Context: an optimization exercise on an open-source flow, tuned for small area, a short achievable clock period and few clock cycles per item. The choices shown serve that exercise and are no tape-out recipe.
RTL that was checked went through simulation tests only; none was proved equivalent to the original.
No functional check of the RTL was part of runs 1, 2, 4 and 5.

**flow/run.sh**
```bash
#!/bin/bash
# synth_recipe.tcl (not shown) runs the flow's synth.tcl, then flattens the netlist and writes it again
# the make line also repeats each setting of config.mk as NAME=value (left out here)
make -C /OpenROAD-flow-scripts/flow DESIGN_CONFIG=/design/flow/config.mk WORK_HOME=/design/flow/orfs CLKGATE_MAP_FILE= SYNTH_SCRIPT=/design/flow/synth_recipe.tcl finish
```
**flow/config.mk**
```make
export PLATFORM = sky130hd
export DESIGN_NAME = samplerz_top
export DESIGN_NICKNAME = samplerz_top
export VERILOG_FILES = /design/flow/design.v
export SDC_FILE = /design/flow/constraint.sdc
export NUM_CORES = 4
export LEC_CHECK = 0
export CAP_MARGIN = 20
export CORE_MARGIN = 2
export CORE_UTILIZATION = 40
export SLEW_MARGIN = 20
```
**flow/constraint.sdc**
```tcl
create_clock -name core_clock -period 14.0 [get_ports {clk}]
set_input_delay 2.8000 -clock core_clock [delete_from_list [all_inputs] [get_ports {clk}]]
set_output_delay 2.8000 -clock core_clock [all_outputs]
set_load 0.01 [all_outputs]
```
**flow/design.v**
```verilog
package samplerz_pkg;
  typedef logic signed [31:0] mu_t;      
  typedef logic        [15:0] scale_t;   
  typedef logic        [15:0] frac_t;    
  typedef logic signed [15:0] z_t;       
  typedef logic signed [31:0] fix_t;     
  typedef logic        [71:0] rand72_t;  
  typedef logic        [7:0]  rand8_t;   
  typedef struct packed {
    rand72_t rand72;
    rand8_t  rand8;
    logic    b;        
  } lane_rand_t;
  typedef struct packed {
    logic accept;
    z_t   z;           
  } lane_result_t;
  typedef enum logic [1:0] {
    IDLE,
    WAIT_RAND,         
    RUN                
  } ctrl_state_t;
  localparam int CDT_LEN = 18;
  localparam int EXP_LEN = 16;
  function automatic rand72_t CDT_TABLE(input int i);
    case (i)
      0: CDT_TABLE = 72'd3024686241123004913666;
      1: CDT_TABLE = 72'd1564742784480091954050;
      2: CDT_TABLE = 72'd636254429462080897535;
      3: CDT_TABLE = 72'd199560484645026482916;
      4: CDT_TABLE = 72'd47667343854657281903;
      5: CDT_TABLE = 72'd8595902006365044063;
      6: CDT_TABLE = 72'd1163297957344668388;
      7: CDT_TABLE = 72'd117656387352093658;
      8: CDT_TABLE = 72'd8867391802663976;
      9: CDT_TABLE = 72'd496969357462633;
      10: CDT_TABLE = 72'd20680885154299;
      11: CDT_TABLE = 72'd638331848991;
      12: CDT_TABLE = 72'd14602316184;
      13: CDT_TABLE = 72'd247426747;
      14: CDT_TABLE = 72'd3104126;
      15: CDT_TABLE = 72'd28824;
      16: CDT_TABLE = 72'd198;
      17: CDT_TABLE = 72'd1;
      default: CDT_TABLE = '0;
    endcase
  endfunction
  function automatic rand8_t EXP_TABLE(input logic [3:0] i);
    case (i)
      4'd0: EXP_TABLE = 8'd255;
      4'd1: EXP_TABLE = 8'd199;
      4'd2: EXP_TABLE = 8'd155;
      4'd3: EXP_TABLE = 8'd121;
      4'd4: EXP_TABLE = 8'd94;
      4'd5: EXP_TABLE = 8'd73;
      4'd6: EXP_TABLE = 8'd57;
      4'd7: EXP_TABLE = 8'd44;
      4'd8: EXP_TABLE = 8'd35;
      4'd9: EXP_TABLE = 8'd27;
      4'd10: EXP_TABLE = 8'd21;
      4'd11: EXP_TABLE = 8'd16;
      4'd12: EXP_TABLE = 8'd13;
      4'd13: EXP_TABLE = 8'd10;
      4'd14: EXP_TABLE = 8'd8;
      4'd15: EXP_TABLE = 8'd6;
      default: EXP_TABLE = '0;
    endcase
  endfunction
  localparam scale_t INV_SIGMA_MAX_SQR_DIV_2 = 16'd9887;
  function automatic logic [21:0] PART2_TABLE(input logic [4:0] z0);
    PART2_TABLE = '0;
    for (int j = 1; j < 19; j++) begin
      if (z0 == 5'(j)) PART2_TABLE = PART2_TABLE | 22'(j * j * 9887);
    end
  endfunction
  function automatic logic [8:0] ZSQ_TABLE(input logic [5:0] bz0);
    ZSQ_TABLE = '0;
    for (int j = 0; j < 19; j++) begin
      if (bz0 == {1'b0, 5'(j)}) ZSQ_TABLE = ZSQ_TABLE | 9'(j * j);
      if (bz0 == {1'b1, 5'(j)}) ZSQ_TABLE = ZSQ_TABLE | 9'((j + 1) * (j + 1));
    end
  endfunction
  function automatic int CSA_ROWS(input int n0, input int lvl);
    CSA_ROWS = n0;
    for (int i = 0; i < 32; i++) begin
      if (i < lvl && CSA_ROWS > 2) CSA_ROWS = 2 * (CSA_ROWS / 3) + CSA_ROWS % 3;
    end
  endfunction
  function automatic int CSA_LEVELS(input int n0);
    CSA_LEVELS = 0;
    for (int i = 0; i < 32; i++) begin
      if (CSA_ROWS(n0, i) > 2) CSA_LEVELS = i + 1;
    end
  endfunction
  localparam int EXP_INDEX_SHIFT = 14;
endpackage
`timescale 1ns/1ns
module base_sampler (
  input  samplerz_pkg::rand72_t rand72_i,
  output logic [4:0]            z0_o       
);
  logic [samplerz_pkg::CDT_LEN-1:0] above;    
  logic [samplerz_pkg::CDT_LEN:0]   is_cnt;   
  always_comb begin
    for (int i = 0; i < samplerz_pkg::CDT_LEN; i++) begin
      above[i] = (rand72_i < samplerz_pkg::CDT_TABLE(i));
    end
  end
  always_comb begin
    is_cnt[0] = ~above[0];
    for (int j = 1; j < samplerz_pkg::CDT_LEN; j++) begin
      is_cnt[j] = above[j-1] & ~above[j];
    end
    is_cnt[samplerz_pkg::CDT_LEN] = above[samplerz_pkg::CDT_LEN-1];
  end
  always_comb begin
    z0_o = '0;
    for (int j = 1; j <= samplerz_pkg::CDT_LEN; j++) begin
      if (is_cnt[j]) z0_o = z0_o | 5'(j);
    end
  end
endmodule
`timescale 1ns/1ns
module ber_exp (
  input  samplerz_pkg::rand8_t rand8_i,
  output logic [4:0]           cnt_o
);
  logic [samplerz_pkg::EXP_LEN-1:0] above;    
  logic [samplerz_pkg::EXP_LEN:0]   is_cnt;
  always_comb begin
    for (int j = 0; j < samplerz_pkg::EXP_LEN; j++) begin
      above[j] = (rand8_i < samplerz_pkg::EXP_TABLE(4'(j)));
    end
  end
  always_comb begin
    is_cnt[0] = ~above[0];
    for (int j = 1; j < samplerz_pkg::EXP_LEN; j++) begin
      is_cnt[j] = above[j-1] & ~above[j];
    end
    is_cnt[samplerz_pkg::EXP_LEN] = above[samplerz_pkg::EXP_LEN-1];
  end
  always_comb begin
    cnt_o = '0;
    for (int j = 1; j <= samplerz_pkg::EXP_LEN; j++) begin
      if (is_cnt[j]) cnt_o = cnt_o | 5'(j);
    end
  end
endmodule
`timescale 1ns/1ns
module sampling_lane (
  input  logic [4:0]           z0_i,
  input  logic                 b_i,
  input  logic [4:0]           cnt_i,     
  input  samplerz_pkg::scale_t inv_s_i,
  input  logic [31:0]          sr_i,      
  input  logic [31:0]          sr2_i,     
  output logic                 accept_o,
  output logic [5:0]           nz_o       
);
  logic [8:0]  usq;      
  logic [5:0]  nz;       
  logic [10:0] usq_ext;
  logic [6:0]  nz_ext;
  logic [4:0]  a_neg, a_one, a_two;
  logic [2:0]  b_neg, b_one, b_two;
  assign usq     = samplerz_pkg::ZSQ_TABLE({b_i, z0_i});
  assign nz      = {b_i, z0_i ^ {5{b_i}}};
  assign usq_ext = {1'b0, usq, 1'b0};
  assign nz_ext  = {nz, 1'b0};
  always_comb begin
    for (int i = 0; i < 5; i++) begin
      a_neg[i] = usq_ext[2*i+2];
      a_one[i] = usq_ext[2*i+1] ^ usq_ext[2*i];
      a_two[i] = (usq_ext[2*i+2] & ~usq_ext[2*i+1] & ~usq_ext[2*i])
               | (~usq_ext[2*i+2] & usq_ext[2*i+1] & usq_ext[2*i]);
    end
    for (int j = 0; j < 3; j++) begin
      b_neg[j] = nz_ext[2*j+2];
      b_one[j] = nz_ext[2*j+1] ^ nz_ext[2*j];
      b_two[j] = (nz_ext[2*j+2] & ~nz_ext[2*j+1] & ~nz_ext[2*j])
               | (~nz_ext[2*j+2] & nz_ext[2*j+1] & nz_ext[2*j]);
    end
  end
  localparam logic [42:0] ROW_K = 43'(
      - ((64'd1 << 33) + (64'd1 << 35) + (64'd1 << 37) + (64'd1 << 39) + (64'd1 << 41))
      - ((64'd1 << 34) + (64'd1 << 36) + (64'd1 << 38))
      + (64'd1 << 16) - (64'd1 << 38)
      + (64'd1 << 30) - (64'd1 << 34));
  logic [16:0] a_mag [5];    
  logic [33:0] b_mag [3];    
  logic [21:0] part2;
  logic [42:0] neg_row;      
  logic [13*43-1:0] rows;
  logic [42:0] sum_s, sum_c, sum;
  assign part2 = samplerz_pkg::PART2_TABLE(z0_i);
  always_comb begin
    for (int i = 0; i < 5; i++) begin
      a_mag[i] = a_one[i] ? {1'b0, inv_s_i} : a_two[i] ? {inv_s_i, 1'b0} : 17'd0;
    end
    for (int j = 0; j < 3; j++) begin
      b_mag[j] = b_one[j] ? {1'b0, sr_i, 1'b0} : b_two[j] ? {sr_i, 2'b00} : 34'd0;
    end
  end
  always_comb begin
    neg_row = '0;
    for (int i = 0; i < 5; i++) neg_row[16 + 2 * i] = a_neg[i];
    for (int j = 0; j < 3; j++) neg_row[2 * j] = b_neg[j];
  end
  always_comb begin
    rows[0*43 +: 43] = ROW_K;
    rows[1*43 +: 43] = {11'd0, sr2_i};
    rows[2*43 +: 43] = {5'd0, ~part2, 16'd0};
    rows[3*43 +: 43] = {9'd0, ~cnt_i[3:0], 30'd0};
    rows[4*43 +: 43] = neg_row;
    for (int i = 0; i < 5; i++) begin
      rows[(5+i)*43 +: 43] = 43'({~a_neg[i], a_mag[i] ^ {17{a_neg[i]}}}) << (16 + 2 * i);
    end
    for (int j = 0; j < 3; j++) begin
      rows[(10+j)*43 +: 43] = 43'({~b_neg[j], b_mag[j] ^ {34{b_neg[j]}}}) << (2 * j);
    end
  end
  localparam int CSA_N  = 13;
  localparam int CSA_W  = 43;
  localparam int CSA_LV = samplerz_pkg::CSA_LEVELS(CSA_N);
  logic [(CSA_LV+1)*CSA_N*CSA_W-1:0] csa_lv;
  assign csa_lv[0 +: CSA_N*CSA_W] = rows;
  for (genvar l = 0; l < CSA_LV; l++) begin : g_csa_lv
    localparam int NR = samplerz_pkg::CSA_ROWS(CSA_N, l);
    localparam int G  = NR / 3;
    localparam int IB = l * CSA_N * CSA_W;         
    localparam int OB = (l + 1) * CSA_N * CSA_W;   
    for (genvar g = 0; g < G; g++) begin : g_fa
      logic [CSA_W-1:0] a, b, c, maj;
      assign a   = csa_lv[IB + (3*g)*CSA_W   +: CSA_W];
      assign b   = csa_lv[IB + (3*g+1)*CSA_W +: CSA_W];
      assign c   = csa_lv[IB + (3*g+2)*CSA_W +: CSA_W];
      assign maj = (a & b) | (a & c) | (b & c);
      assign csa_lv[OB + (2*g)*CSA_W   +: CSA_W] = a ^ b ^ c;
      assign csa_lv[OB + (2*g+1)*CSA_W +: CSA_W] = {maj[CSA_W-2:0], 1'b0};
    end
    for (genvar p = 3 * G; p < CSA_N; p++) begin : g_pass
      assign csa_lv[OB + (p-G)*CSA_W +: CSA_W] = (p < NR) ? csa_lv[IB + p*CSA_W +: CSA_W] : '0;
    end
    for (genvar p = CSA_N - G; p < CSA_N; p++) begin : g_zero
      assign csa_lv[OB + p*CSA_W +: CSA_W] = '0;
    end
  end
  assign sum_s = csa_lv[CSA_LV*CSA_N*CSA_W +: CSA_W];
  assign sum_c = csa_lv[CSA_LV*CSA_N*CSA_W + CSA_W +: CSA_W];
  assign sum = sum_s + sum_c;
  assign accept_o = cnt_i[4] | ((cnt_i[3:0] != 4'd0) & sum[42]);
  assign nz_o     = nz;
endmodule
`timescale 1ns/1ns
module lane_select (
  input  logic [5:0]       nz_i,
  input  samplerz_pkg::z_t floor_mu_i,
  output samplerz_pkg::z_t w_o
);
  assign w_o = floor_mu_i - 16'($signed(nz_i));
endmodule
`timescale 1ns/1ns
module samplerz_ctrl (
  input  logic             clk,
  input  logic             rst_i,
  input  logic             din_val_i,
  input  logic             rand_val_i,
  input  logic             accept_i,    
  input  samplerz_pkg::z_t w_i,         
  output logic             ready_o,
  output logic             request_rand_o,
  output logic             dout_val_o,
  output samplerz_pkg::z_t w_o,
  output logic             din_acc_o,
  output logic             deliv_o,     
  output logic             pre1_o,
  output logic             pre2_o,
  output logic             pre3_o,
  output logic             shift_o      
);
  logic busy_q;    
  logic open_q;    
  logic pend_q;    
  logic lane1_q;   
  logic pre1_q, pre2_q, pre3_q;
  logic lane0;     
  logic done;      
  logic retry;     
  assign ready_o   = ~busy_q;
  assign din_acc_o = din_val_i & ~busy_q;
  assign deliv_o   = rand_val_i & open_q;
  assign lane0     = pend_q & ~pre1_q & ~pre2_q & ~pre3_q;
  assign done      = (lane0 | lane1_q) & accept_i;
  assign retry     = lane1_q & ~accept_i;
  assign pre1_o    = pre1_q;
  assign pre2_o    = pre2_q;
  assign pre3_o    = pre3_q;
  assign shift_o   = lane0;
  always_ff @(posedge clk) begin
    if (rst_i) begin
      busy_q         <= 1'b0;
      open_q         <= 1'b0;
      pend_q         <= 1'b0;
      lane1_q        <= 1'b0;
      pre1_q         <= 1'b0;
      pre2_q         <= 1'b0;
      pre3_q         <= 1'b0;
      request_rand_o <= 1'b0;
      dout_val_o     <= 1'b0;
    end else begin
      pre1_q         <= din_acc_o;
      pre2_q         <= pre1_q;
      pre3_q         <= pre2_q;
      lane1_q        <= lane0 & ~accept_i;
      request_rand_o <= din_acc_o | retry;
      dout_val_o     <= done;
      if (din_acc_o | retry) begin
        open_q <= 1'b1;
      end else if (deliv_o) begin
        open_q <= 1'b0;
      end
      if (deliv_o) begin
        pend_q <= 1'b1;
      end else if (lane0) begin
        pend_q <= 1'b0;
      end
      if (din_acc_o) begin
        busy_q <= 1'b1;
      end else if (dout_val_o) begin
        busy_q <= 1'b0;
      end
    end
  end
  always_ff @(posedge clk) begin
    w_o <= w_i;
  end
endmodule
`timescale 1ns/1ns
module samplerz_top (
  input  logic          clk,
  input  logic          rst_i,
  input  logic          din_val_i,
  input  logic [31:0]   mu_i,         
  input  logic [15:0]   inv_sigma_sqr_div_2_i,
  input  logic          rand_val_i,
  input  logic [161:0]  rand_i,       
  output logic          ready_o,
  output logic          request_rand_o,
  output logic          dout_val_o,
  output logic [15:0]   w_o
);
  logic din_acc, deliv, pre1, pre2, pre3, shift;
  samplerz_pkg::frac_t  r_q;
  samplerz_pkg::scale_t inv_s_q;
  samplerz_pkg::z_t     floor_mu_q;
  always_ff @(posedge clk) begin
    if (din_acc) begin
      floor_mu_q <= mu_i[31:16];
      r_q        <= mu_i[15:0];
      inv_s_q    <= inv_sigma_sqr_div_2_i;
    end
  end
  logic [15:0] r2_q;
  logic [31:0] prod;
  logic [31:0] sr_q, sr2_q;
  samplerz_mul i_samplerz_mul (
    .a_i (pre1 ? r_q  : inv_s_q),
    .b_i (pre2 ? r2_q : r_q),
    .p_o (prod)
  );
  always_ff @(posedge clk) begin
    r2_q <= prod[31:16];
  end
  always_ff @(posedge clk) begin
    if (pre2) sr2_q <= prod;
    if (pre3) sr_q  <= prod;
  end
  logic [4:0] z0_c [2];
  logic [4:0] cnt_c [2];
  for (genvar g = 0; g < 2; g++) begin : g_lane
    base_sampler i_base_sampler (
      .rand72_i (rand_i[g*81+9 +: 72]),
      .z0_o     (z0_c[g])
    );
    ber_exp i_ber_exp (
      .rand8_i (rand_i[g*81+1 +: 8]),
      .cnt_o   (cnt_c[g])
    );
  end
  logic [4:0] z0_0_q, z0_1_q;
  logic [4:0] cnt_0_q, cnt_1_q;
  logic       b_0_q, b_1_q;
  always_ff @(posedge clk) begin
    if (deliv) begin
      z0_0_q  <= z0_c[0];
      cnt_0_q <= cnt_c[0];
      b_0_q   <= rand_i[0];
    end else if (shift) begin
      z0_0_q  <= z0_1_q;
      cnt_0_q <= cnt_1_q;
      b_0_q   <= b_1_q;
    end
  end
  always_ff @(posedge clk) begin
    if (deliv) begin
      z0_1_q  <= z0_c[1];
      cnt_1_q <= cnt_c[1];
      b_1_q   <= rand_i[81];
    end
  end
  logic             accept;
  logic [5:0]       nz;
  samplerz_pkg::z_t w;
  sampling_lane i_sampling_lane (
    .z0_i     (z0_0_q),
    .b_i      (b_0_q),
    .cnt_i    (cnt_0_q),
    .inv_s_i  (inv_s_q),
    .sr_i     (sr_q),
    .sr2_i    (sr2_q),
    .accept_o (accept),
    .nz_o     (nz)
  );
  lane_select i_lane_select (
    .nz_i       (nz),
    .floor_mu_i (floor_mu_q),
    .w_o        (w)
  );
  samplerz_ctrl i_samplerz_ctrl (
    .clk            (clk),
    .rst_i          (rst_i),
    .din_val_i      (din_val_i),
    .rand_val_i     (rand_val_i),
    .accept_i       (accept),
    .w_i            (w),
    .ready_o        (ready_o),
    .request_rand_o (request_rand_o),
    .dout_val_o     (dout_val_o),
    .w_o            (w_o),
    .din_acc_o      (din_acc),
    .deliv_o        (deliv),
    .pre1_o         (pre1),
    .pre2_o         (pre2),
    .pre3_o         (pre3),
    .shift_o        (shift)
  );
endmodule
module samplerz_mul (
  input  logic [15:0] a_i,
  input  logic [15:0] b_i,
  output logic [31:0] p_o
);
  logic [16*32-1:0] rows;
  logic [31:0]      sum_s, sum_c;
  always_comb begin
    for (int i = 0; i < 16; i++) begin
      rows[i*32 +: 32] = a_i[i] ? (32'(b_i) << i) : 32'd0;
    end
  end
  localparam int CSA_N  = 16;
  localparam int CSA_W  = 32;
  localparam int CSA_LV = samplerz_pkg::CSA_LEVELS(CSA_N);
  logic [(CSA_LV+1)*CSA_N*CSA_W-1:0] csa_lv;
  assign csa_lv[0 +: CSA_N*CSA_W] = rows;
  for (genvar l = 0; l < CSA_LV; l++) begin : g_csa_lv
    localparam int NR = samplerz_pkg::CSA_ROWS(CSA_N, l);
    localparam int G  = NR / 3;
    localparam int IB = l * CSA_N * CSA_W;         
    localparam int OB = (l + 1) * CSA_N * CSA_W;   
    for (genvar g = 0; g < G; g++) begin : g_fa
      logic [CSA_W-1:0] a, b, c, maj;
      assign a   = csa_lv[IB + (3*g)*CSA_W   +: CSA_W];
      assign b   = csa_lv[IB + (3*g+1)*CSA_W +: CSA_W];
      assign c   = csa_lv[IB + (3*g+2)*CSA_W +: CSA_W];
      assign maj = (a & b) | (a & c) | (b & c);
      assign csa_lv[OB + (2*g)*CSA_W   +: CSA_W] = a ^ b ^ c;
      assign csa_lv[OB + (2*g+1)*CSA_W +: CSA_W] = {maj[CSA_W-2:0], 1'b0};
    end
    for (genvar p = 3 * G; p < CSA_N; p++) begin : g_pass
      assign csa_lv[OB + (p-G)*CSA_W +: CSA_W] = (p < NR) ? csa_lv[IB + p*CSA_W +: CSA_W] : '0;
    end
    for (genvar p = CSA_N - G; p < CSA_N; p++) begin : g_zero
      assign csa_lv[OB + p*CSA_W +: CSA_W] = '0;
    end
  end
  assign sum_s = csa_lv[CSA_LV*CSA_N*CSA_W +: CSA_W];
  assign sum_c = csa_lv[CSA_LV*CSA_N*CSA_W + CSA_W +: CSA_W];
  assign p_o = sum_s + sum_c;
endmodule
```
==> impl_results.md, run 1 <==
- Post-DP HPWL: 83.50 mm
- Hold Violations, Final: 0
- Worst Setup End Kind: flop
- Fill cells: 8139
- TritonRoute pass-1 iters: 7
- DRC viols: 0
- Cell at the slowest stage of the critical path: nor3b_2
- Met1 wire length: around 47 mm
- Clock-pin slew on the worst setup and hold paths: 0.08 ns
- Root Buffer: clkbuf_16
- Initial antenna violation count: 12
- Final setup fails: 0
- Worst clock skew: approximately 0.037 ns
- Die H: 290.9 µm
- Die Width: 290.9 µm
- Slew of the pin with the lowest slew margin: 1.128 ns
- RSZ-0062 raised after global routing: no
- Hold_buf cts: 0
- Postcts setup bufs: 0
- MaxCap Viol Count: 0
- Fin nets: 4814
- Syn Std Cell Area: 32930 µm²
- Largest net degree at the start of global routing: 82
- Status: no timing/DRC/antenna violations
- Largest area contributor in the netlist: fa_1
- Commonest cells post-synth: inv_1, nor2_1, fa_1, clkbuf_1, ha_1
- Avg Vias per Cell: approximately 5.9
- GRT Total Usage: 0.2507
- Io pins: 233
- Clock latency on the worst-skew pair: 0.50 ns
- Routed length per instance: 20.98 µm
- Max clock buf depth: 2
- Worst Setup Start Kind: flop
- Routed WL: 106.1 mm
- First-pass GRT wire length: between 150 and 200 mm
- Post-Place Cell Area: about 36000 µm²
- Total congestion overflow: 0
- Core ar.: 81850 µm²
- Starting Density: 0.4024
- CP peak stage delay: 0.92 ns
- Tcrit/Tclk final: 0.6530
- Seq cells post-synth: 175
- Top-count cell post-synth: inv_1
- Area contributors post-synth: fa_1, edfxtp_1, ha_1, inv_1, nor2_1
- Max Slew Vio Count: 0
- Most common cell on crit path: fa_1
- Worst path required time: roughly 14 ns
- Final Util: 0.4456
- Hold WS: 0.4832 ns
- CTS sink count: 175
- Post-synthesis cell type count: ~100
- EDFF count, synth: 134
- Clock period minus worst slack: roughly 9.1 ns
- Initial drt markers: 3229
- Synth Net Count: ~4800
- Synth Instances: 3963
- FP Rows: 105
- Post-CTS Resized: 0
- H-tree Lvls: 4
- Hold Path Class: flop to flop
- Crit path DAT: 9.55 ns
- DR WL met3: 7.832 mm
- TritonCTS Buffers: 17
- Synth warnings: 10
- Final GP Congestion: slightly below 1
- Normalized max-slew margin: 0.2285
- Asr flop ratio synth: 0
- CP Class: flop to flop
- Ys flop type: edfxtp_1
- Total number of vias: 29818
- DR top layer: met5
- P&R area growth vs syn: 10.75%
- Fin Setup TNS: 0 ns
- Mean Syn Cell Area: approximately 8.3 µm²
- Layout cells sized above 1: 0.04196
- DR WL met2: 48.62 mm
- Routed Antenna Nets: 0
- Worst Path Max Fanout: 28
- Design area: 36470 µm²
- Yosys top cell area share: 0.2322
- Vias in the first global route: about 29000
- Fmax: 109.4 MHz
- CTS tree: yes
- Die area: about 85000 µm²
- PortBufs: about 230
- Seq/Total Area, Yosys: 0.1471
## through the flow
step | setup slack [ns] | cells
final | 4.858 | 5056
after CTS | 4.914 | 5050
after global placement | 5.158 | 5018
after floorplan | 6.335 | 3963
after global routing | 4.217 | 5052
after detailed placement | 4.953 | 5018
## kinds of logic after synthesis
group	synth area share
buffers and inverters	0.09369
XOR/XNOR	0.03887
adder cells (fa/ha/maj)	0.3276
AO/OA/AOI/OAI	0.1837
AND/OR/NAND/NOR	0.1861
multiplexers	0.02295
flip-flops	0.1471
## path summary, 6_finish.rpt
check / slack, ns / from / cells after the start / endpoint
min: 0.48 / i_samplerz_ctrl.busy_q$_SDFFE_PP0P_ / 1 / i_samplerz_ctrl.busy_q$_SDFFE_PP0P_
max: 4.86 / b_0_q$_DFFE_PP_ / 27 / i_samplerz_ctrl.open_q$_SDFFE_PP0P_
max reg2reg: 4.86 / b_0_q$_DFFE_PP_ / 27 / i_samplerz_ctrl.open_q$_SDFFE_PP0P_
min reg2reg: 0.48 / i_samplerz_ctrl.busy_q$_SDFFE_PP0P_ / 1 / i_samplerz_ctrl.busy_q$_SDFFE_PP0P_
## worst max-delay path, delay by kind of cell (launching register included)
kind	cells	cell delay, ns
and+or+nand+nor	4	1.84
buffers and inverters	5	1.38
muxes	1	0.35
adders and majority gates	7	3.06
DFF	1	0.32
AOI/OAI and AO/OA	10	2.10
## final cells by class
type                            count  area, µm²  area share
Antenna cell                        6      15.01   0.0004117
Clock buffer                       18      439.2     0.01204
Clock inverter                     14      143.9    0.003945
Inverter                          508       1907     0.05228
Multi-Input combinational cell   2977      25040      0.6865
Sequential cell                   175       4846      0.1329
Tap cell                         1070       1339     0.03671
Timing Repair Buffer              288       2743     0.07520
## state kept, by name (all words and copies together) (netlist names), 5 cells and up
register and cells:
cnt_0_q 5, r_q 16, z0_1_q 5, cnt_1_q 5, i_samplerz_ctrl.w_o 16, floor_mu_q 16, z0_0_q 5, r2_q 16
sr_q 32, inv_s_q 16, sr2_q 32
## placed cells by master, fill, tap and decap left out, types with 59 or more instances in the layout
cell,Yosys,routed
nor3_1,102,102
a22oi_1,71,71
clkdlybuf4s50_1,0,232
mux2i_1,62,59
o22ai_1,73,73
o21ai_0,147,147
xnor2_1,134,132
nand2_1,225,225
inv_1,505,504
a21oi_1,178,178
edfxtp_1,134,134
fa_1,382,382
nand3_1,71,71
ha_1,251,251
nor2_1,444,442
## layer usage
metal | global-route usage | vias up
met2 | 0.3963 | 1206
met1 | 0.3512 | 14616
li1 | - | 13792
met3 | 0.04635 | 188
met4 | 0.06849 | 16
met5 | 0 | -
==> run 2: changes to the inputs <==
--- a/flow/config.mk
+++ b/flow/config.mk
@@ -5,7 +5,8 @@
 export SDC_FILE = /design/flow/constraint.sdc
 export NUM_CORES = 4
 export LEC_CHECK = 0
-export CAP_MARGIN = 20
+export CAP_MARGIN = 40
 export CORE_MARGIN = 2
 export CORE_UTILIZATION = 40
-export SLEW_MARGIN = 20
+export SETUP_SLACK_MARGIN = 5
+export SLEW_MARGIN = 60
==> impl_results.md, run 2 <==
- Status: no timing/DRC/antenna violations
- Post-synthesis cell type count: 101 (unchanged)
- Fin nets: 4846 (+0.66%)
- Starting Density: 0.4024 (unchanged)
- H-tree Lvls: 4 (unchanged)
- Compound-cell area share of the yosys netlist: 0.1837 (unchanged)
- Clock latency on the worst-skew pair: 0.50 ns (about the same)
- Post-DP HPWL: 84.46 mm (+1.1%)
- Fin Setup TNS: 0 ns (unchanged)
- Hold Path Class: flop to flop
- Place WS: 5.645 ns (+0.6919 ns)
- Hold_buf cts: 0 (unchanged)
- CTS sink count: 175 (unchanged)
- Final GP Congestion: 0.9922 (unchanged)
- CP Class: flop to flop
- Die H: 290.9 µm (unchanged)
- Post-CTS Resized: 0 (unchanged)
- CP peak stage delay: 0.55 ns (-0.37 ns)
- Largest area contributor in the netlist: fa_1
- Yosys top cell area share: 0.2322 (unchanged)
- MaxCap Viol Count: 0 (unchanged)
- CTS tree: yes
- Worst clock skew: 0.02740 ns (-0.009235 ns)
- Normalized max-slew margin: 0.5344 (+0.3059)
- Initial antenna violation count: 12 (unchanged)
- FP Rows: 105 (unchanged)
- Routed Antenna Nets: 0 (unchanged)
- Mean Syn Cell Area: 8.310 µm² (unchanged)
- Buf/Inv on CP: 7 (+2)
- Synth warnings: 10 (unchanged)
- Xor and xnor area share after synthesis: 0.03887 (unchanged)
- Post-Synth Adder-Cell Area: 0.3276 (unchanged)
- Clock-pin slew on the worst setup and hold paths: 0.08 ns (about the same)
- PortBufs: 232 (unchanged)
- GRT Total Usage: 0.2499 (-0.0008272)
- Vias in the first global route: 28754 (-1.1%)
- Worst Path Max Fanout: 28 (unchanged)
- Top-count cell post-synth: inv_1
- Seq/Total Area, Yosys: 0.1471 (unchanged)
- Root Buffer: clkbuf_16
- Syn Std Cell Area: 32930 µm² (unchanged)
- Area of the multi-input gates: 25260 µm² (+0.88%)
- Commonest cells after routing, fill and taps aside: inv_1, nor2_1, fa_1
- Max Slew Vio Count: 0 (unchanged)
- Ys flop type: edfxtp_1
- TritonRoute pass-1 iters: 6 (-1)
- Biggest regs: sr2_q x32, sr_q x32
- Die area: 84640 µm² (unchanged)
- Register area: 4846 µm² (unchanged)
- Clock period minus worst slack: 8.441 ns (-0.7014 ns)
- Io pins: 233 (unchanged)
- Commonest cells post-synth: inv_1, nor2_1, fa_1, clkbuf_1, ha_1
- Total number of vias: 29916 (+0.33%)
- Postcts setup bufs: 0 (unchanged)
- Layout cells sized above 1: 0.06381 (+0.02185)
- Crit path DAT: 8.87 ns (-0.68 ns)
- RSZ-0062 raised after global routing: no
- Crit-path leading delay family: adder cells
- Synth Net Count: 4810 (unchanged)
- Leading cell type in the layout, fill and taps excluded: inv_1
- Slew of the pin with the lowest slew margin: 0.6807 ns (-0.4473 ns)
- Final setup fails: 0 (unchanged)
- Initial drt markers: 3166 (-2.0%)
- Core ar.: 81850 µm² (unchanged)
- Worst path required time: 14.43 ns (+0.02 ns)
- DRC viols: 0 (unchanged)
- P&R area growth vs syn: 11.99%
- Most common cell on crit path: fa_1
- Worst Setup Start Kind: flop
- Asr flop ratio synth: 0 (unchanged)
- Largest net degree at the start of global routing: 82 (unchanged)
- TritonCTS Buffers: 17 (unchanged)
- Total congestion overflow: 0 (unchanged)
- Mux cell area share after synthesis: 0.02295 (unchanged)
- Routed length per instance: 20.91 µm (-0.33%)
- Simple-Gate Fraction of Synth Area: 0.1861 (unchanged)
- Fmax: 118.5 MHz (+8.3%)
- EDFF count, synth: 134 (unchanged)
- Fill cells: 8116 (-0.28%)
- Max clock buf depth: 2 (unchanged)
- Routed WL: 106.4 mm (+0.26%)
- Tcrit/Tclk final: 0.6029 (-0.05010)
- Final WS setup: 5.559 ns (+0.7014 ns)
- Seq cells post-synth: 175 (unchanged)
- Die Width: 290.9 µm (unchanged)
- Avg Vias per Cell: 5.882 (-0.26%)
- First-pass GRT wire length: 166.7 mm (-1.0%)
- Largest family of logic cells by synthesized area: adder cells
- Synth Instances: 3963 (unchanged)
- Cell at the slowest stage of the critical path: fa_1
- Area contributors post-synth: fa_1, edfxtp_1, ha_1, inv_1, nor2_1
- Worst Setup End Kind: flop
- Hold Violations, Final: 0 (unchanged)
run 2: cell counts after synthesis:
No cell type changed its count.
run 2: logic make-up (layout without fill, tap and decap cells):
kind of cell,after synthesis,in the layout
AOI/OAI and AO/OA,894,894
xor gates and xnor gates,144,144
adders and majority gates,633,633
buffers and inverters,811,860
DFF,175,175
muxes,73,73
other,0,4
and+or+nand+nor,1233,1233
run 2: cell type report:
| type | instances | area share |
|---|---|---|
| clock inverters | 15 | 0.004953 |
| diodes | 4 | 0.0002714 |
| inverters | 508 | 0.05170 |
| repair buffers | 320 | 0.07888 |
| well taps | 1070 | 0.03630 |
| multi-input cells | 2977 | 0.6850 |
| clock buffers | 17 | 0.01154 |
| flip-flops and latches | 175 | 0.1314 |
run 2: per-layer routing:
layer / part of all wire / track usage / up-vias
met2: 0.45 / 0.3895 / 1260
met4: 0.031 / 0.08075 / 16
met5: 0.00094 / 0 / -
met1: 0.44 / 0.3466 / 14576
li1: - / - / 13860
met3: 0.079 / 0.05123 / 204
run 2: worst reg2reg max path: cells and delay by family (launching register included):
kind | cells | cell delay, ns
AO/OA/AOI/OAI | 9 | 1.95
multiplexers | 1 | 0.36
buffers and inverters | 7 | 1.53
adder cells (fa/ha/maj) | 7 | 2.93
AND/OR/NAND/NOR | 6 | 1.30
flip-flops | 1 | 0.32
run 2: worst paths after layout:
path	to	depth (start not counted)	slack, ns	start
worst max-delay path	i_samplerz_ctrl.open_q$_SDFFE_PP0P_	30	5.56	b_0_q$_DFFE_PP_
worst min-delay path	i_samplerz_ctrl.busy_q$_SDFFE_PP0P_	1	0.47	i_samplerz_ctrl.busy_q$_SDFFE_PP0P_
worst max register to register	i_samplerz_ctrl.open_q$_SDFFE_PP0P_	30	5.56	b_0_q$_DFFE_PP_
worst min register to register	i_samplerz_ctrl.busy_q$_SDFFE_PP0P_	1	0.47	i_samplerz_ctrl.busy_q$_SDFFE_PP0P_
run 2: metrics by stage:
step           instance area (µm²)    util  hold slack, ns  instances
2_1_floorplan                32930       -          0.4317       3963
3_3_place_gp                 35870  0.4382          0.4486       5018
3_5_place_dp                 36220  0.4425          0.4605       5047
4_1_cts                      36830  0.4500          0.4739       5079
5_1_grt                      36870  0.4505          0.5215       5084
6_report                     36880  0.4506          0.4747       5086
==> run 3: changes to the inputs <==
--- a/flow/design.v
+++ b/flow/design.v
@@ -257,7 +257,7 @@
   input  samplerz_pkg::z_t floor_mu_i,
   output samplerz_pkg::z_t w_o
 );
-  assign w_o = floor_mu_i - 16'($signed(nz_i));
+  assign w_o = floor_mu_i - {{10{nz_i[5]}}, nz_i};
 endmodule
 `timescale 1ns/1ns
 module samplerz_ctrl (
==> impl_results.md, run 3 <==
- Worst path required time: 14.43 ns (about the same)
- Max Slew Vio Count: 0 (unchanged)
- Reg2reg end: i_samplerz_ctrl.open_q$_SDFFE_PP0P_
- Top-count cell post-synth: inv_1
- H-tree Lvls: 4 (unchanged)
- First-pass GRT wire length: 166.7 mm (unchanged)
- Worst clock skew: 0.02740 ns (unchanged)
- Mean Syn Cell Area: 8.310 µm² (unchanged)
- Post-CTS Resized: 0 (unchanged)
- Register area: 4846 µm² (unchanged)
- Synth warnings: 10 (unchanged)
- Tcrit/Tclk final: 0.6029 (unchanged)
- Final Util: 0.4506 (unchanged)
- Die area: 84640 µm² (unchanged)
- TritonCTS Buffers: 17 (unchanged)
- Io pins: 233 (unchanged)
- Setup slack, reg-to-reg: 5.56 ns (about the same)
- Hold WS: 0.4747 ns (unchanged)
- Initial antenna violation count: 12 (unchanged)
- Clock period minus worst slack: 8.441 ns (unchanged)
- Max clock buf depth: 2 (unchanged)
- CTS tree: yes
- Hold Violations, Final: 0 (unchanged)
- Vias in the first global route: 28754 (unchanged)
- EDFF count, synth: 134 (unchanged)
- Worst Path Max Fanout: 28 (unchanged)
- MaxCap Viol Count: 0 (unchanged)
- Starting Density: 0.4024 (unchanged)
- Yosys top cell area share: 0.2322 (unchanged)
- Fin Setup TNS: 0 ns (unchanged)
- Asr flop ratio synth: 0 (unchanged)
- Routed length per instance: 20.91 µm (unchanged)
- Post-DP HPWL: 84.46 mm (unchanged)
- Largest net degree at the start of global routing: 82 (unchanged)
- FP Rows: 105 (unchanged)
- Hold_buf cts: 0 (unchanged)
- Seq/Total Area, Yosys: 0.1471 (unchanged)
- PortBufs: 232 (unchanged)
- Area contributors post-synth: fa_1, edfxtp_1, ha_1, inv_1, nor2_1
- CP endpoint: i_samplerz_ctrl.open_q$_SDFFE_PP0P_
- Largest area contributor in the netlist: fa_1
- Crit path DAT: 8.87 ns (about the same)
- Core ar.: 81850 µm² (unchanged)
- Normalized max-slew margin: 0.5344 (unchanged)
- Routed WL: 106.4 mm (unchanged)
- RSZ-0062 raised after global routing: no
- Slew of the pin with the lowest slew margin: 0.6807 ns (unchanged)
- Ys flop type: edfxtp_1
- Area of the multi-input gates: 25260 µm² (unchanged)
- Fin nets: 4846 (unchanged)
- Postcts setup bufs: 0 (unchanged)
- Clock latency on the worst-skew pair: 0.50 ns (about the same)
- R2R cell count: 30 (unchanged)
- Fmax: 118.5 MHz (unchanged)
- CP peak stage delay: 0.55 ns (about the same)
- Layout cells sized above 1: 0.06381 (unchanged)
- P&R area growth vs syn: 11.99% (unchanged)
- Leading cell type in the layout, fill and taps excluded: inv_1
- Synth Net Count: 4810 (unchanged)
- GRT Total Usage: 0.2499 (unchanged)
- Syn Std Cell Area: 32930 µm² (unchanged)
- Commonest cells after routing, fill and taps aside: inv_1, nor2_1, fa_1
- Final setup fails: 0 (unchanged)
- Die H: 290.9 µm (unchanged)
- Die Width: 290.9 µm (unchanged)
- Worst Setup End Kind: flop
- Worst Setup Start Kind: flop
- Final GP Congestion: 0.9922 (unchanged)
- Total congestion overflow: 0 (unchanged)
- Avg Vias per Cell: 5.882 (unchanged)
- CTS sink count: 175 (unchanged)
- Critical path origin: b_0_q$_DFFE_PP_
- Biggest regs: sr2_q x32, sr_q x32
- TritonRoute pass-1 iters: 6 (unchanged)
- Total number of vias: 29916 (unchanged)
- Fill cells: 8116 (unchanged)
- Most common cell on crit path: fa_1
- Routed Antenna Nets: 0 (unchanged)
- Root Buffer: clkbuf_16
- Status: no timing/DRC/antenna violations
- Synth Instances: 3963 (unchanged)
- DRC viols: 0 (unchanged)
- CP Class: flop to flop
- Place WS: 5.645 ns (unchanged)
- Seq cells post-synth: 175 (unchanged)
- Post-synthesis cell type count: 101 (unchanged)
- Final WS setup: 5.559 ns (unchanged)
- Commonest cells post-synth: inv_1, nor2_1, fa_1, clkbuf_1, ha_1
- Clock-pin slew on the worst setup and hold paths: 0.08 ns (about the same)
- Hold Path Class: flop to flop
- Cell at the slowest stage of the critical path: fa_1
- Initial drt markers: 3166 (unchanged)
- Reg2Reg Launch Point: b_0_q$_DFFE_PP_
## run 3: cell counts after synthesis
Identical to the previous run, type by type.
## run 3: critical path: cells and delay by family, from the launching register on
family | cells | cell delay (ns)
and+or+nand+nor | 6 | 1.29
muxes | 1 | 0.36
DFF | 1 | 0.32
adders and majority gates | 7 | 2.93
buffers and inverters | 7 | 1.52
AOI/OAI and AO/OA | 9 | 1.95
## run 3: per-stage QoR
stage,instance area [µm²],std cells
after detailed placement,36220,5047
after global routing,36870,5084
after CTS,36830,5079
after floorplan,32930,3963
final,36880,5086
after global placement,35870,5018
## run 3: per-layer routing
metal	GRT usage	wire length, µm	up-vias
li1	-	-	13860
met1	0.3466	46420	14576
met2	0.3895	48090	1260
met3	0.05123	8406	204
met4	0.08075	3341	16
met5	0	100	-
## run 3: area by class of cell
| cell class | count | share of cell area |
|---|---|---|
| Clock buffer | 17 | 0.01154 |
| Multi-Input combinational cell | 2977 | 0.6850 |
| Sequential cell | 175 | 0.1314 |
| Tap cell | 1070 | 0.03630 |
| Inverter | 508 | 0.05170 |
| Clock inverter | 15 | 0.004953 |
| Timing Repair Buffer | 320 | 0.07888 |
| Antenna cell | 4 | 0.0002714 |
## run 3: cells by family (layout without fill, tap and decap cells)
kind of cell,after synthesis,count (layout),synth area share
xor+xnor,144,144,0.03887
compound gates,894,894,0.1837
mux,73,73,0.02295
flops,175,175,0.1471
fa+ha+maj,633,633,0.3276
buf+inv,811,860,0.09369
other cells,0,4,0
simple gates,1233,1233,0.1861
## run 3: how the worst min path moves through the flow
stage	start	to	slack, ns	depth (start not counted)
after CTS	i_samplerz_ctrl.busy_q$_SDFFE_PP0P_	i_samplerz_ctrl.busy_q$_SDFFE_PP0P_	0.47	1
after global placement	i_samplerz_ctrl.busy_q$_SDFFE_PP0P_	i_samplerz_ctrl.busy_q$_SDFFE_PP0P_	0.45	1
after floorplan	i_samplerz_ctrl.lane1_q$_SDFF_PP0_	i_samplerz_ctrl.dout_val_o$_SDFF_PP0_	0.43	2
after detailed placement	i_samplerz_ctrl.busy_q$_SDFFE_PP0P_	i_samplerz_ctrl.busy_q$_SDFFE_PP0P_	0.46	1
after global routing	i_samplerz_ctrl.busy_q$_SDFFE_PP0P_	i_samplerz_ctrl.busy_q$_SDFFE_PP0P_	0.52	1
final	i_samplerz_ctrl.busy_q$_SDFFE_PP0P_	i_samplerz_ctrl.busy_q$_SDFFE_PP0P_	0.47	1
Testbench counts of run 3, summed over its fixed seeds: cycles 83,315, samples 12,000.
==> run 4: changes to the inputs <==
--- a/flow/design.v
+++ b/flow/design.v
@@ -148,8 +148,8 @@
 endmodule
 `timescale 1ns/1ns
 module sampling_lane (
-  input  logic [4:0]           z0_i,
-  input  logic                 b_i,
+  input  logic [8:0]           usq_i,     
+  input  logic [5:0]           nz_i,      
   input  logic [4:0]           cnt_i,     
   input  samplerz_pkg::scale_t inv_s_i,
   input  logic [31:0]          sr_i,      
@@ -159,12 +159,14 @@
 );
   logic [8:0]  usq;      
   logic [5:0]  nz;       
+  logic [4:0]  z0;
   logic [10:0] usq_ext;
   logic [6:0]  nz_ext;
   logic [4:0]  a_neg, a_one, a_two;
   logic [2:0]  b_neg, b_one, b_two;
-  assign usq     = samplerz_pkg::ZSQ_TABLE({b_i, z0_i});
-  assign nz      = {b_i, z0_i ^ {5{b_i}}};
+  assign usq     = usq_i;
+  assign nz      = nz_i;
+  assign z0      = nz_i[4:0] ^ {5{nz_i[5]}};
   assign usq_ext = {1'b0, usq, 1'b0};
   assign nz_ext  = {nz, 1'b0};
   always_comb begin
@@ -192,7 +194,7 @@
   logic [42:0] neg_row;      
   logic [13*43-1:0] rows;
   logic [42:0] sum_s, sum_c, sum;
-  assign part2 = samplerz_pkg::PART2_TABLE(z0_i);
+  assign part2 = samplerz_pkg::PART2_TABLE(z0);
   always_comb begin
     for (int i = 0; i < 5; i++) begin
       a_mag[i] = a_one[i] ? {1'b0, inv_s_i} : a_two[i] ? {inv_s_i, 1'b0} : 17'd0;
@@ -360,18 +362,19 @@
       inv_s_q    <= inv_sigma_sqr_div_2_i;
     end
   end
-  logic [15:0] r2_q;
+  logic [15:0] opa_q, opb_q;
   logic [31:0] prod;
   logic [31:0] sr_q, sr2_q;
+  always_ff @(posedge clk) begin
+    opa_q <= din_acc ? mu_i[15:0] : inv_s_q;
+    opb_q <= din_acc ? mu_i[15:0] : pre1 ? prod[31:16] : r_q;
+  end
   samplerz_mul i_samplerz_mul (
-    .a_i (pre1 ? r_q  : inv_s_q),
-    .b_i (pre2 ? r2_q : r_q),
+    .a_i (opa_q),
+    .b_i (opb_q),
     .p_o (prod)
   );
   always_ff @(posedge clk) begin
-    r2_q <= prod[31:16];
-  end
-  always_ff @(posedge clk) begin
     if (pre2) sr2_q <= prod;
     if (pre3) sr_q  <= prod;
   end
@@ -387,33 +390,39 @@
       .cnt_o   (cnt_c[g])
     );
   end
-  logic [4:0] z0_0_q, z0_1_q;
+  logic [8:0] usq_c [2];
+  logic [5:0] nz_c [2];
+  for (genvar g = 0; g < 2; g++) begin : g_lane_val
+    assign usq_c[g] = samplerz_pkg::ZSQ_TABLE({rand_i[g*81], z0_c[g]});
+    assign nz_c[g]  = {rand_i[g*81], z0_c[g] ^ {5{rand_i[g*81]}}};   
+  end
+  logic [8:0] usq_0_q, usq_1_q;
+  logic [5:0] nz_0_q, nz_1_q;
   logic [4:0] cnt_0_q, cnt_1_q;
-  logic       b_0_q, b_1_q;
   always_ff @(posedge clk) begin
     if (deliv) begin
-      z0_0_q  <= z0_c[0];
+      usq_0_q <= usq_c[0];
+      nz_0_q  <= nz_c[0];
       cnt_0_q <= cnt_c[0];
-      b_0_q   <= rand_i[0];
     end else if (shift) begin
-      z0_0_q  <= z0_1_q;
+      usq_0_q <= usq_1_q;
+      nz_0_q  <= nz_1_q;
       cnt_0_q <= cnt_1_q;
-      b_0_q   <= b_1_q;
     end
   end
   always_ff @(posedge clk) begin
     if (deliv) begin
-      z0_1_q  <= z0_c[1];
+      usq_1_q <= usq_c[1];
+      nz_1_q  <= nz_c[1];
       cnt_1_q <= cnt_c[1];
-      b_1_q   <= rand_i[81];
     end
   end
   logic             accept;
   logic [5:0]       nz;
   samplerz_pkg::z_t w;
   sampling_lane i_sampling_lane (
-    .z0_i     (z0_0_q),
-    .b_i      (b_0_q),
+    .usq_i    (usq_0_q),
+    .nz_i     (nz_0_q),
     .cnt_i    (cnt_0_q),
     .inv_s_i  (inv_s_q),
     .sr_i     (sr_q),
==> impl_results.md, run 4 <==
- Status: no timing/DRC/antenna violations
- Mean Syn Cell Area: 8.173 µm² (-1.6%)
- Asr flop ratio synth: 0 (unchanged)
- Post-Place Cell Area: 38960 µm² (+7.6%)
- Max Slew Vio Count: 0 (unchanged)
- Postcts setup bufs: 0 (unchanged)
- Worst path required time: 14.50 ns (+0.07 ns)
- Final GP Congestion: 0.9566 (-3.6%)
- Post-synthesis cell type count: 97 (-4.0%)
- Worst Path Max Fanout: 16 (-43%)
- Final Util: 0.4509 (about the same)
- Core ar.: 88370 µm² (+8.0%)
- Hold_buf cts: 0 (unchanged)
- Design area: 39850 µm² (+8.1%)
- Met1 Use GR: 0.3197 (-0.02697)
- CP endpoint: opb_q[15]$_DFF_P_
- Worst clock skew: 0.01249 ns (-0.01492 ns)
- Synth Instances: 4362 (+10%)
- Biggest regs: sr2_q x32, sr_q x32
- TritonRoute pass-1 iters: 8 (+2)
- Number of diodes: 0 (-4)
- Worst Setup End Kind: flop
- Yosys top cell area share: 0.2145 (-0.01771)
- RSZ-0062 raised after global routing: no
- Commonest cells after routing, fill and taps aside: inv_1, nand2_1, fa_1
- GRT Total Usage: 0.2417 (-0.008201)
- R2R cell count: 23 (-23%)
- Hold Violations, Final: 0 (unchanged)
- Routed WL: 111.3 mm (+4.6%)
- Avg Vias per Cell: 5.839 (-0.74%)
- Met3 GRT Util: 0.02263 (-0.02861)
- CTS sink count: 207 (+18%)
- Post-CTS Resized: 0 (unchanged)
- Syn Std Cell Area: 35650 µm² (+8.3%)
- Fin Setup TNS: 0 ns (unchanged)
- Tcrit/Tclk final: 0.5185 (-0.08442)
- Crit path DAT: 7.76 ns (-1.11 ns)
- Vias in the first global route: 31838 (+11%)
- CP Class: flop to flop
- Routed length per instance: 19.96 µm (-4.6%)
- DRC viols: 0 (unchanged)
- Clock latency on the worst-skew pair: 0.57 ns (+0.07 ns)
- TritonCTS Buffers: 26 (+9)
- Die area: 91530 µm² (+8.1%)
- Final setup fails: 0 (unchanged)
- Setup slack, reg-to-reg: 6.74 ns (+1.18 ns)
- FP Rows: 109 (+3.8%)
- Max clock buf depth: 3 (+1)
- MaxCap Viol Count: 0 (unchanged)
- Normalized max-slew margin: 0.6229 (+0.08848)
- Root Buffer: clkbuf_16
- Clock period minus worst slack: 7.259 ns (-1.182 ns)
- Slew of the pin with the lowest slew margin: 0.5514 ns (-0.1294 ns)
- Synth Net Count: 5212 (+8.4%)
- Critical path origin: opb_q[2]$_DFF_P_
- Fmax: 137.8 MHz (+16%)
- Commonest cells post-synth: inv_1, nand2_1, fa_1, nor2_1, clkbuf_1
- M2 GR Usage: 0.4147 (+0.02517)
- Initial drt markers: 2704 (-15%)
- Synth warnings: 14 (+4)
- Initial antenna violation count: 4 (-8)
- Reg2Reg Launch Point: opb_q[2]$_DFF_P_
- Top-count cell post-synth: inv_1
- Layout cells sized above 1: 0.05466 (-0.009148)
- Die H: 302.5 µm (+4.0%)
- Post-DP HPWL: 86.98 mm (+3.0%)
- H-tree Lvls: 1 (-3)
- Hold Path Class: flop to flop
- First-pass GRT wire length: 178.7 mm (+7.2%)
- Fin nets: 5239 (+8.1%)
- Io pins: 233 (unchanged)
- P&R area growth vs syn: 11.78%
- Seq/Total Area, Yosys: 0.1584 (+0.01124)
- Largest net degree at the start of global routing: 81 (-1.2%)
- Die Width: 302.5 µm (+4.0%)
- PortBufs: 232 (unchanged)
- CTS tree: yes
- Clock-pin slew on the worst setup and hold paths: 0.06 ns (-0.02 ns)
- EDFF count, synth: 150 (+12%)
- Total congestion overflow: 0 (unchanged)
- Seq cells post-synth: 207 (+18%)
- Worst Setup Start Kind: flop
- Reg2reg end: opb_q[15]$_DFF_P_
- Leading cell type in the layout, fill and taps excluded: inv_1
- Gr busiest metal: met2
- Largest area contributor in the netlist: fa_1
- Ys flop type: edfxtp_1
- Routed Antenna Nets: 0 (unchanged)
- Area contributors post-synth: fa_1, edfxtp_1, ha_1, inv_1, nand2_1
- Total number of vias: 32545 (+8.8%)
- Starting Density: 0.4034 (+0.001047)
## run 4: changes by cell type in the layout (fill, tap and decap cells not counted), sizes merged, moves of 21 or more
cell	before	now
a21oi	179	247
nor3	105	83
o22ai	73	45
mux2i	62	36
maj3	0	32
xnor2	134	72
nor2	444	300
a21boi	5	34
or2	37	16
and2	21	236
a31oi	47	80
o21ai	155	201
nand2	227	425
## run 4: per-layer routing
| metal | vias to the layer above | routed length [µm] |
|---|---|---|
| met2 | 1181 | 54000 |
| met5 | - | 46 |
| met1 | 15871 | 47010 |
| li1 | 15264 | - |
| met4 | 8 | 3983 |
| met3 | 221 | 6213 |
## run 4: through the flow
step                      setup WS (ns)  cells  hold slack [ns]
after floorplan                   7.455   4362           0.4264
after global placement            6.509   5497           0.4509
after CTS                         6.685   5571           0.4717
after global routing              6.310   5574           0.4909
final                             6.741   5574           0.4682
after detailed placement          6.690   5523           0.4466
## run 4: kinds of logic after synthesis
logic type,synth area share
xor gates and xnor gates,0.02088
AOI/OAI and AO/OA,0.1842
DFF,0.1584
buffers and inverters,0.08613
adders and majority gates,0.3126
muxes,0.01106
and+or+nand+nor,0.2268
## run 4: critical path: stages (launching register included)
cell,delay (ns)
dfxtp_1,0.62
and2_1,0.23
fa_1,0.44
fa_1,0.55
inv_1,0.05
fa_1,0.49
inv_1,0.05
fa_1,0.46
fa_1,0.50
ha_1,0.33
ha_1,0.35
and3_1,0.20
a221oi_1,0.28
buf_1,0.25
a21oi_1,0.16
clkbuf_2,0.18
a22o_1,0.25
o41ai_2,0.39
o21ai_0,0.21
o41ai_1,0.47
o21ai_0,0.21
xor2_1,0.24
mux2i_1,0.11
a21oi_1,0.16
## run 4: worst min path at each step
| stage | from | end | slack (ns) | cells past startpoint |
|---|---|---|---|---|
| after detailed placement | i_samplerz_ctrl.lane1_q$_SDFF_PP0_ | i_samplerz_ctrl.request_rand_o$_SDFF_PP0_ | 0.45 | 1 |
| after global placement | i_samplerz_ctrl.busy_q$_SDFFE_PP0P_ | i_samplerz_ctrl.busy_q$_SDFFE_PP0P_ | 0.45 | 1 |
| final | i_samplerz_ctrl.busy_q$_SDFFE_PP0P_ | i_samplerz_ctrl.busy_q$_SDFFE_PP0P_ | 0.47 | 1 |
| after floorplan | i_samplerz_ctrl.lane1_q$_SDFF_PP0_ | i_samplerz_ctrl.request_rand_o$_SDFF_PP0_ | 0.43 | 1 |
| after global routing | i_samplerz_ctrl.lane1_q$_SDFF_PP0_ | i_samplerz_ctrl.request_rand_o$_SDFF_PP0_ | 0.49 | 1 |
| after CTS | i_samplerz_ctrl.busy_q$_SDFFE_PP0P_ | i_samplerz_ctrl.busy_q$_SDFFE_PP0P_ | 0.47 | 1 |
## run 4: area by class of cell
cell class	count	area (µm²)
fill	8890	48520
multi-input combinational	3338	27150
sequential	207	5674
timing repair buffer	300	2738
inverter	516	1939
tap	1165	1458
clock buffer	37	753.2
clock inverter	11	133.9
==> run 5: changes to the inputs <==
==> flow/config.mk (replaced) <==
export PLATFORM = sky130hd
export DESIGN_NAME = samplerz_top
export DESIGN_NICKNAME = samplerz_top
export VERILOG_FILES = /design/flow/design.v
export SDC_FILE = /design/flow/constraint.sdc
export NUM_CORES = 4
export LEC_CHECK = 0
export CAP_MARGIN = 20
export CORE_MARGIN = 2
export CORE_UTILIZATION = 40
export SLEW_MARGIN = 20
==> impl_results.md, run 5 <==
- Fin nets: 5211 (-0.53%)
- Crit path DAT: 8.17 ns (+0.41 ns)
- Core ar.: 88370 µm² (unchanged)
- Reg2Reg Launch Point: nz_0_q[3]$_DFFE_PP_
- DR WL met3: 5.866 mm (-5.6%)
- CTS sink count: 207 (unchanged)
- Asr flop ratio synth: 0 (unchanged)
- Post-synthesis cell type count: 97 (unchanged)
- Commonest cells after routing, fill and taps aside: inv_1, nand2_1, fa_1
- Routed length per instance: 20.00 µm (+0.21%)
- Postcts setup bufs: 0 (unchanged)
- CTS tree: yes
- Layout cells sized above 1: 0.03104 (-0.02362)
- Total congestion overflow: 0 (unchanged)
- Post-DP HPWL: 86.19 mm (-0.91%)
- Syn Std Cell Area: 35650 µm² (unchanged)
- TritonRoute pass-1 iters: 6 (-2)
- Biggest regs: sr2_q x32, sr_q x32
- PortBufs: 232 (unchanged)
- Synth Instances: 4362 (unchanged)
- First-pass GRT wire length: 178.6 mm (about the same)
- Largest net degree at the start of global routing: 81 (unchanged)
- Fin Setup TNS: 0 ns (unchanged)
- P&R area growth vs syn: 10.92%
- GRT Total Usage: 0.2416 (about the same)
- Clock latency on the worst-skew pair: 0.58 ns (about the same)
- FP Rows: 109 (unchanged)
- Post-Synth Adder-Cell Area: 0.3126 (unchanged)
- Ys flop type: edfxtp_1
- Yosys top cell area share: 0.2145 (unchanged)
- Clock-pin slew on the worst setup and hold paths: 0.06 ns (about the same)
- Post-CTS Resized: 0 (unchanged)
- Total number of vias: 32300 (-0.75%)
- Max clock buf depth: 3 (unchanged)
- Hold Path Class: flop to flop
- Leading cell type in the layout, fill and taps excluded: inv_1
- Simple-Gate Fraction of Synth Area: 0.2268 (unchanged)
- Fmax: 130.0 MHz (-5.6%)
- Area contributors post-synth: fa_1, edfxtp_1, ha_1, inv_1, nand2_1
- Io pins: 233 (unchanged)
- Largest area contributor in the netlist: fa_1
- Normalized max-slew margin: 0.2028 (-0.4201)
- Avg Vias per Cell: 5.823 (-0.27%)
- CP Class: flop to flop
- Synth Net Count: 5212 (unchanged)
- Worst Path Max Fanout: 80 (+64)
- Worst clock skew: 0.01618 ns (+0.003693 ns)
- Largest family of logic cells by synthesized area: adder cells
- MaxCap Viol Count: 0 (unchanged)
- Status: no timing/DRC/antenna violations
- Root Buffer: clkbuf_16
- Tcrit/Tclk final: 0.5495 (+0.03102)
- DR WL met2: 54.02 mm (about the same)
- Starting Density: 0.4034 (unchanged)
- Die H: 302.5 µm (unchanged)
- Met1 wire length: 46.91 mm (-0.20%)
- Final Util: 0.4474 (-0.003483)
- Die Width: 302.5 µm (unchanged)
- Final setup fails: 0 (unchanged)
- Initial drt markers: 2662 (-1.6%)
- H-tree Lvls: 1 (unchanged)
- Seq cells post-synth: 207 (unchanged)
- Worst path required time: 14.48 ns (-0.02 ns)
- Seq/Total Area, Yosys: 0.1584 (unchanged)
- Worst Setup End Kind: flop
- Worst Setup Start Kind: flop
- Mux cell area share after synthesis: 0.01106 (unchanged)
- Fill cells: 8846 (-0.49%)
- Top-count cell post-synth: inv_1
- TritonCTS Buffers: 27 (+3.8%)
- Synth warnings: 14 (unchanged)
- Slew of the pin with the lowest slew margin: 1.166 ns (+0.6142 ns)
- Final GP Congestion: 0.9566 (unchanged)
- Critical path origin: nz_0_q[3]$_DFFE_PP_
- Vias in the first global route: 31618 (-0.69%)
- Routed WL: 110.9 mm (-0.28%)
- Hold_sp: i_samplerz_ctrl.busy_q$_SDFFE_PP0P_
- Max Slew Vio Count: 0 (unchanged)
- Number of diodes: 0 (unchanged)
- RSZ-0062 raised after global routing: no
- EDFF count, synth: 150 (unchanged)
- Initial antenna violation count: 3 (-1)
- Hold Violations, Final: 0 (unchanged)
- Die area: 91530 µm² (unchanged)
- DR top layer: met5
- Mean Syn Cell Area: 8.173 µm² (unchanged)
- Routed Antenna Nets: 0 (unchanged)
- Xor and xnor area share after synthesis: 0.02088 (unchanged)
- Compound-cell area share of the yosys netlist: 0.1842 (unchanged)
- Hold_buf cts: 0 (unchanged)
- Commonest cells post-synth: inv_1, nand2_1, fa_1, nor2_1, clkbuf_1
- DRC viols: 0 (unchanged)
- Clock period minus worst slack: 7.693 ns (+0.4342 ns)
-- run 5: layout make-up --
| class | instances | area [µm²] | share of cell area |
|---|---|---|---|
| Clock buffer | 34 | 764.5 | 0.01933 |
| Clock inverter | 16 | 173.9 | 0.004398 |
| Inverter | 516 | 1937 | 0.04898 |
| Multi-Input combinational cell | 3338 | 26950 | 0.6815 |
| Sequential cell | 207 | 5645 | 0.1428 |
| Tap cell | 1165 | 1458 | 0.03686 |
| Timing Repair Buffer | 271 | 2615 | 0.06613 |
-- run 5: stage by stage --
| step | hold slack [ns] | area [µm²] | cells | setup slack (ns) |
|---|---|---|---|---|
| floorplan | 0.4264 | 35650 | 4362 | 7.455 |
| global placement | 0.4509 | 38600 | 5497 | 6.509 |
| detailed placement | 0.4455 | 38600 | 5497 | 6.403 |
| CTS | 0.4747 | 39540 | 5547 | 6.373 |
| global route | 0.4930 | 39540 | 5547 | 5.826 |
| finish | 0.4710 | 39540 | 5547 | 6.307 |
-- run 5: cells by family (layout without fill, tap and decap cells) --
logic type / after synthesis / in the layout
adder cells (fa/ha/maj): 668 / 668
XOR/XNOR: 85 / 85
AND/OR/NAND/NOR: 1540 / 1540
multiplexers: 39 / 39
AO/OA/AOI/OAI: 1006 / 1006
flip-flops: 207 / 207
buffers and inverters: 817 / 837
-- run 5: worst max-delay path, cell delays in order, from the launching register on --
cell,delay [ns]
edfxtp_1,0.32
buf_4,0.43
buf_4,0.75
nand2_1,0.39
a21oi_1,0.23
nor2_1,0.05
a311oi_1,0.25
a31oi_1,0.11
ha_1,0.35
inv_1,0.05
fa_1,0.53
inv_1,0.05
fa_1,0.50
fa_1,0.54
inv_1,0.05
fa_1,0.47
ha_1,0.29
nand4_1,0.15
nor4_1,0.59
nand2_1,0.22
nor4_1,0.20
a221o_1,0.38
o311ai_0,0.33
o31ai_1,0.29
-- run 5: path summary, 6_finish.rpt --
check | to | slack, ns | cells after the start
worst min register to register | i_samplerz_ctrl.busy_q$_SDFFE_PP0P_ | 0.47 | 1
worst min-delay path | i_samplerz_ctrl.busy_q$_SDFFE_PP0P_ | 0.47 | 1
worst max-delay path | i_samplerz_ctrl.open_q$_SDFFE_PP0P_ | 6.31 | 23
worst max register to register | i_samplerz_ctrl.open_q$_SDFFE_PP0P_ | 6.31 | 23
-- run 5: layer usage --
layer,up-vias,track usage
met5,-,0
met4,6,0.08058
met3,215,0.02227
met2,1181,0.4143
met1,15668,0.3200
li1,15230,-

re-timing with driven ports:
Ports are ideal in the flow. The routed layouts listed here were re-timed in OpenROAD.
Step 1, drivers: a clkbuf_16 drives clk and a buf_2 each remaining input, both assumed.
Step 2 also shifts input and output timing later by t, the mid clock arrival at the registers, as if the neighbouring blocks saw the same clock.
Three values: ideal ports, drivers, drivers and shift; two values: the first two.
| run | t, ns | slack for setup (ns) | worst setup path at the end | cell pins on the clock port's net |
|---|---|---|---|---|
| run 1 | 0.542 | 4.858 / 4.858 / 4.858 | register to register | 1 |
| run 2 | 0.552 | 5.559 / 5.559 / 5.559 | register to register | 1 |
| run 3 | 0.552 | 5.559 / 5.559 / 5.559 | register to register | 1 |
| run 4 | 0.627 | 6.741 / 6.741 / 6.584 | input to register | 1 |
| run 5 | 0.639 | 6.307 / 6.307 / 6.307 | register to register | 1 |
After both steps every run listed still meets setup and hold. The setup slack of run 4, which loses most, moves by 0.000 ns with the drivers and by -0.157 ns with both steps.
